Background: an optimization exercise with open tools, aiming at small area, a short achievable clock period and few clock cycles per item. Do not read the settings as production practice.
The RTL was checked by simulation tests, not by an equivalence proof against the original design.
Power figures rest on the tool's default switching activity, not on a simulated workload.

==> flow/design.v <==
`default_nettype none
package sus_pkg;
  localparam int CAPACITY = 16;
  localparam int CNT_W    = $clog2(CAPACITY + 1);
  localparam int VAL_W    = 32;
  localparam logic [1:0] KIND_SEARCH = 2'd0;
  localparam logic [1:0] KIND_INSERT = 2'd1;
  localparam logic [1:0] KIND_DELETE = 2'd2;
  localparam logic [1:0] KIND_SPARE  = 2'd3;
  localparam logic [1:0] ST_DONE  = 2'd0;
  localparam logic [1:0] ST_NOCHG = 2'd1;
  localparam logic [1:0] ST_FULL  = 2'd2;
  typedef logic [VAL_W-1:0] val_t;
  typedef logic [CNT_W-1:0] cnt_t;
endpackage
`default_nettype wire
`default_nettype none
module sus_cell (
  input  wire logic          clk,
  input  wire logic          vld_nxt,
  input  wire sus_pkg::val_t key,
  output logic               eq
);
  sus_pkg::val_t val_r;
  assign eq = (val_r == key);
  always_ff @(posedge clk) begin
    if (!vld_nxt) val_r <= key;
  end
endmodule
`default_nettype wire
`default_nettype none
module sorted_unique_set_engine (
  input  wire logic        clk,
  input  wire logic        rst_n,
  input  wire logic        in_valid,
  output logic             in_ready,
  input  wire logic [1:0]  in_kind,
  input  wire logic [31:0] in_value,
  output logic             out_valid,
  input  wire logic        out_ready,
  output logic             out_was_present,
  output logic [1:0]       out_status,
  output logic [4:0]       out_entry_count
);
  localparam int N = sus_pkg::CAPACITY;
  logic          rdy_r;
  logic          acc;
  logic          a_vld;
  logic [1:0]    a_kind;
  sus_pkg::val_t a_key;
  logic [N-1:0]  slot_vld;
  logic [N-1:0]  slot_vld_nxt;   
  logic [N-1:0]  eq_v;
  sus_pkg::cnt_t cnt_r;
  logic          b_vld;
  logic          b_ins, b_del;
  logic [N-1:0]  b_match;      
  logic [N-1:0]  loc;          
  logic          present;
  logic          full;
  logic          do_ins, do_del;
  logic [N-1:0]  tgt;          
  logic [N-1:0]  spare;        
  logic [N-1:0]  spare_first;  
  logic [N-1:0]  tgt_nxt;
  sus_pkg::cnt_t cnt_nxt;
  logic [1:0]    status;
  logic [7:0]    res;
  assign in_ready = rdy_r;
  assign acc      = in_valid && rdy_r;
  for (genvar i = 0; i < N; i++) begin : g_cell
    sus_cell u_cell (
      .clk     (clk),
      .vld_nxt (slot_vld_nxt[i]),
      .key     (a_key),
      .eq      (eq_v[i])
    );
    if (i == 0) begin : g_first
      assign spare_first[i] = spare[i];
    end else begin : g_rest
      assign spare_first[i] = spare[i] && !(|spare[i-1:0]);
    end
  end
  always_ff @(posedge clk) begin
    a_vld   <= rst_n && acc;
    a_kind  <= in_kind;
    a_key   <= in_value;
    b_vld   <= rst_n && a_vld;
    b_ins   <= a_kind == sus_pkg::KIND_INSERT;
    b_del   <= a_kind == sus_pkg::KIND_DELETE;
    b_match <= eq_v & slot_vld_nxt;
  end
  assign loc     = b_match;
  assign present = |b_match;
  assign full    = cnt_r[sus_pkg::CNT_W-1];
  assign do_ins  = b_vld && b_ins && !present && !full;
  assign do_del  = b_vld && b_del && present;
  assign spare   = ~slot_vld & ~tgt;
  assign tgt_nxt = do_ins ? spare_first
                 : ((|tgt) ? tgt : ({N{b_vld && b_del}} & loc));
  assign slot_vld_nxt = (slot_vld & ~({N{b_vld && b_del}} & loc))
                      | ({N{do_ins}} & tgt);
  always_comb begin
    cnt_nxt = cnt_r;
    if (do_ins) cnt_nxt = cnt_r + 1'b1;
    if (do_del) cnt_nxt = cnt_r - 1'b1;
  end
  always_comb begin
    status = sus_pkg::ST_DONE;
    if (b_ins) begin
      if (present)   status = sus_pkg::ST_NOCHG;
      else if (full) status = sus_pkg::ST_FULL;
    end else if (b_del) begin
      if (!present)  status = sus_pkg::ST_NOCHG;
    end
  end
  assign res = {present, status, cnt_nxt};
  always_ff @(posedge clk) begin
    if (!rst_n) begin
      slot_vld <= '0;
      tgt      <= N'(1);
      cnt_r    <= '0;
    end else begin
      slot_vld <= slot_vld_nxt;
      tgt      <= tgt_nxt;
      cnt_r    <= cnt_nxt;
    end
  end
  localparam int D = 4;
  logic [D-1:0]       q_vld;
  logic [7:0]         h_dat;     
  logic [D-1:1][3:0]  q_dat;     
  logic               pop;
  logic [D-1:0]       q_sh;      
  logic [D-1:0]       q_vld_nxt;
  logic [3:0]         res_s;     
  logic [4:0]         nxt_cnt;   
  assign res_s = {res[7:5], do_ins || do_del};
  assign pop  = q_vld[0] && out_ready;
  assign q_sh = pop ? {1'b0, q_vld[D-1:1]} : q_vld;
  assign q_vld_nxt = b_vld ? {q_sh[D-2:0], 1'b1} : q_sh;
  always_ff @(posedge clk) begin
    if (!rst_n) begin
      q_vld <= '0;
      rdy_r <= 1'b1;
    end else begin
      q_vld <= q_vld_nxt;
      rdy_r <= !q_vld_nxt[D-1]
            && !(q_vld_nxt[D-2] && (acc || a_vld))
            && !(q_vld_nxt[D-3] && acc && a_vld);
    end
  end
  always_comb begin
    nxt_cnt = h_dat[4:0];
    if (q_dat[1][0]) nxt_cnt = q_dat[1][3] ? h_dat[4:0] - 1'b1 : h_dat[4:0] + 1'b1;
  end
  always_ff @(posedge clk) begin
    if (!q_sh[0])  h_dat <= res;
    else if (pop)  h_dat <= {q_dat[1][3:1], nxt_cnt};
  end
  for (genvar p = 1; p < D; p++) begin : g_q
    logic [3:0] nxt;    
    if (p < D - 1) begin : g_sh
      assign nxt = pop ? q_dat[p+1] : q_dat[p];
    end else begin : g_last
      assign nxt = q_dat[p];
    end
    always_ff @(posedge clk) begin
      q_dat[p] <= q_sh[p] ? nxt : res_s;
    end
  end
  assign out_valid       = q_vld[0];
  assign out_was_present = h_dat[7];
  assign out_status      = h_dat[6:5];
  assign out_entry_count = h_dat[4:0];
endmodule
`default_nettype wire
clock: 6.0 ns
lec_check: 0
cap_margin: 20
core_margin: 2
core_utilization: 40
setup_slack_margin: 3.7
slew_margin: 20
standard.sh (not shown) runs the stock make flow with config.mk's settings and CLKGATE_MAP_FILE= SYNTH_SCRIPT=/design/flow/synth_recipe.tcl, a recipe that flattens the netlist after the stock synthesis.
==> flow/flow/run.sh <==
#!/bin/bash
# The standard layout (standard.sh), with one change at clock tree
# synthesis: larger sink clusters and no dummy loads, for a smaller clock tree.
# Everything else (synthesis, floorplan, power grid, placement, routing) is the
# standard flow's. make's full output goes to flow_make.log.
set -euo pipefail
CTS="-sink_clustering_enable -repair_clock_nets -sink_clustering_size 25 -sink_clustering_max_diameter 70 -dont_use_dummy_load"
sed "s|\"\${@:-finish}\"|CTS_ARGS=\"$CTS\" \"\${@:-finish}\"|" standard.sh > lean_cts.sh
grep -q "CTS_ARGS=" lean_cts.sh
bash lean_cts.sh > flow_make.log 2>&1
Testbench counts at the start, summed over its fixed seeds: cycles 32,024, items 32,000.
Edit:
--- a/flow/design.v
+++ b/flow/design.v
@@ -129,12 +129,8 @@
   localparam int D = 4;
   logic [D-1:0]       q_vld;
-  logic [7:0]         h_dat;     
-  logic [D-1:1][3:0]  q_dat;     
+  logic [D-1:0][7:0]  q_dat;
   logic               pop;
   logic [D-1:0]       q_sh;      
   logic [D-1:0]       q_vld_nxt;
-  logic [3:0]         res_s;     
-  logic [4:0]         nxt_cnt;   
-  assign res_s = {res[7:5], do_ins || do_del};
   assign pop  = q_vld[0] && out_ready;
   assign q_sh = pop ? {1'b0, q_vld[D-1:1]} : q_vld;
@@ -151,14 +147,6 @@
     end
   end
-  always_comb begin
-    nxt_cnt = h_dat[4:0];
-    if (q_dat[1][0]) nxt_cnt = q_dat[1][3] ? h_dat[4:0] - 1'b1 : h_dat[4:0] + 1'b1;
-  end
-  always_ff @(posedge clk) begin
-    if (!q_sh[0])  h_dat <= res;
-    else if (pop)  h_dat <= {q_dat[1][3:1], nxt_cnt};
-  end
-  for (genvar p = 1; p < D; p++) begin : g_q
-    logic [3:0] nxt;    
+  for (genvar p = 0; p < D; p++) begin : g_q
+    logic [7:0] nxt;    
     if (p < D - 1) begin : g_sh
       assign nxt = pop ? q_dat[p+1] : q_dat[p];
@@ -167,11 +155,11 @@
     end
     always_ff @(posedge clk) begin
-      q_dat[p] <= q_sh[p] ? nxt : res_s;
+      q_dat[p] <= q_sh[p] ? nxt : res;
     end
   end
   assign out_valid       = q_vld[0];
-  assign out_was_present = h_dat[7];
-  assign out_status      = h_dat[6:5];
-  assign out_entry_count = h_dat[4:0];
+  assign out_was_present = q_dat[0][7];
+  assign out_status      = q_dat[0][6:5];
+  assign out_entry_count = q_dat[0][4:0];
 endmodule
 `default_nettype wire
=> The changed run finished with timing, DRC and antenna clean; wire length went down by a few percent; non-clock buffer count is lower by 33; die area is about the same; synthesized cell count went up slightly; final cell count shrinks slightly; sequential cell count rises by 12; sequential share of layout area increases by 2.0 points; combinational power is lower by a little under a tenth; design area shrinks slightly; setup slack improves by 3.4 ps; critical path depth grows by 5.
Testbench counts after the change, summed over its fixed seeds: cycles 32,024, items 32,000.

---

Starts from the design.v that is shown in full above.
Settings: LEC_CHECK=0, CAP_MARGIN=20, CORE_MARGIN=2, CORE_UTILIZATION=40, SETUP_SLACK_MARGIN=3.7, SLEW_MARGIN=20; clock period 6.0 ns.
==> flow/flow/run.sh <==
#!/bin/bash
# The standard layout (standard.sh) with two changes: clock tree synthesis
# uses larger sink clusters and no dummy loads, for a smaller clock tree; and
# the buffers that the standard flow puts on every input and output port are
# buf_2 cells instead of delay buffers. Everything else (synthesis, floorplan,
# power grid, placement, routing) is the standard flow's. make's full output
# goes to flow_make.log.
set -euo pipefail
CTS="-sink_clustering_enable -repair_clock_nets -sink_clustering_size 25 -sink_clustering_max_diameter 70 -dont_use_dummy_load"
BUF="-buffer_cell sky130_fd_sc_hd__buf_2"
sed "s|\"\${@:-finish}\"|CTS_ARGS=\"$CTS\" BUFFER_PORTS_ARGS=\"$BUF\" \"\${@:-finish}\"|" standard.sh > lean.sh
grep -q "CTS_ARGS=" lean.sh
bash lean.sh > flow_make.log 2>&1
The first run completed without violations.
Testbench counts at the start, summed over its fixed seeds: cycles 32,024, items 32,000.
==> next run, changes <==
--- a/flow/design.v
+++ b/flow/design.v
@@ -55,14 +55,12 @@
   logic          b_vld;
   logic          b_ins, b_del;
   logic [N-1:0]  b_match;      
+  logic [N/4-1:0] b_grp;       
   logic [N-1:0]  loc;          
   logic          present;
   logic          full;
   logic          do_ins, do_del;
   logic [N-1:0]  tgt;          
-  logic [N-1:0]  spare;        
-  logic [N-1:0]  spare_first;  
-  logic [N-1:0]  tgt_nxt;
   sus_pkg::cnt_t cnt_nxt;
   logic [1:0]    status;
   logic [7:0]    res;
@@ -76,9 +74,9 @@
       .eq      (eq_v[i])
     );
     if (i == 0) begin : g_first
-      assign spare_first[i] = spare[i];
+      assign tgt[i] = !slot_vld[i];
     end else begin : g_rest
-      assign spare_first[i] = spare[i] && !(|spare[i-1:0]);
+      assign tgt[i] = !slot_vld[i] && (&slot_vld[i-1:0]);
     end
   end
   always_ff @(posedge clk) begin
@@ -89,15 +87,13 @@
     b_ins   <= a_kind == sus_pkg::KIND_INSERT;
     b_del   <= a_kind == sus_pkg::KIND_DELETE;
     b_match <= eq_v & slot_vld_nxt;
+    for (int g = 0; g < N / 4; g++) b_grp[g] <= |(eq_v[4*g +: 4] & slot_vld_nxt[4*g +: 4]);
   end
   assign loc     = b_match;
-  assign present = |b_match;
+  assign present = |b_grp;
   assign full    = cnt_r[sus_pkg::CNT_W-1];
   assign do_ins  = b_vld && b_ins && !present && !full;
   assign do_del  = b_vld && b_del && present;
-  assign spare   = ~slot_vld & ~tgt;
-  assign tgt_nxt = do_ins ? spare_first
-                 : ((|tgt) ? tgt : ({N{b_vld && b_del}} & loc));
   assign slot_vld_nxt = (slot_vld & ~({N{b_vld && b_del}} & loc))
                       | ({N{do_ins}} & tgt);
   always_comb begin
@@ -118,11 +114,9 @@
   always_ff @(posedge clk) begin
     if (!rst_n) begin
       slot_vld <= '0;
-      tgt      <= N'(1);
       cnt_r    <= '0;
     end else begin
       slot_vld <= slot_vld_nxt;
-      tgt      <= tgt_nxt;
       cnt_r    <= cnt_nxt;
     end
   end
Wire length fell by 13%.
Final area fell by 2.3%.
Sequential power fell by about 1%.
Worst setup slack got worse by 0.032 ns.
Fmax fell by 1.4%.
Cell count fell by 4.6%.
First-iteration DRC count fell by 32%.
Via count fell by 7.8%.
Critical path depth stays the same.
Power fell by 2.3%.
Synthesized cell count fell by 4.1%.
Sequential share of layout area rose by 0.82 points.
Synthesized area fell by 3.6%.
Testbench counts after the change, summed over its fixed seeds: cycles 32,024, items 32,000.

[port drivers added, routing unchanged]
In the flow no input, the clock included, has a driving cell. The finished layouts below were timed again as built, in two steps. Step 1 assumes that a clkbuf_16 drives the clock port and a buf_2 every other input. Step 2 also shifts input and output timing later by t, the mid clock arrival at the registers, as if the neighbouring blocks saw the same clock. Slacks: no drivers / after step 1 / after step 2; pairs: no drivers / after step 1.
run | t (ns) | slack for setup (ns) | worst setup path after step 2 | clock arrival spread, ns | cell pins on the clock port's net
the first run of note 1 | 0.618 | 3.691 / 3.633 / 3.316 | input to register | 0.048 / 0.048 | 1
the second run of note 1 | 0.605 | 3.694 / 3.667 / 3.326 | input to register | 0.075 / 0.075 | 1
the first run of note 2 | 0.621 | 3.700 / 3.639 / 3.289 | input to register | 0.044 / 0.044 | 1
the second run of note 2 | 0.615 | 3.668 / 3.608 / 3.405 | input to register | 0.061 / 0.061 | 1
After both steps setup and hold are still met in every run listed. The setup slack of the first run of note 2, which loses most, moves by -0.061 ns with the drivers and by -0.411 ns with both steps.
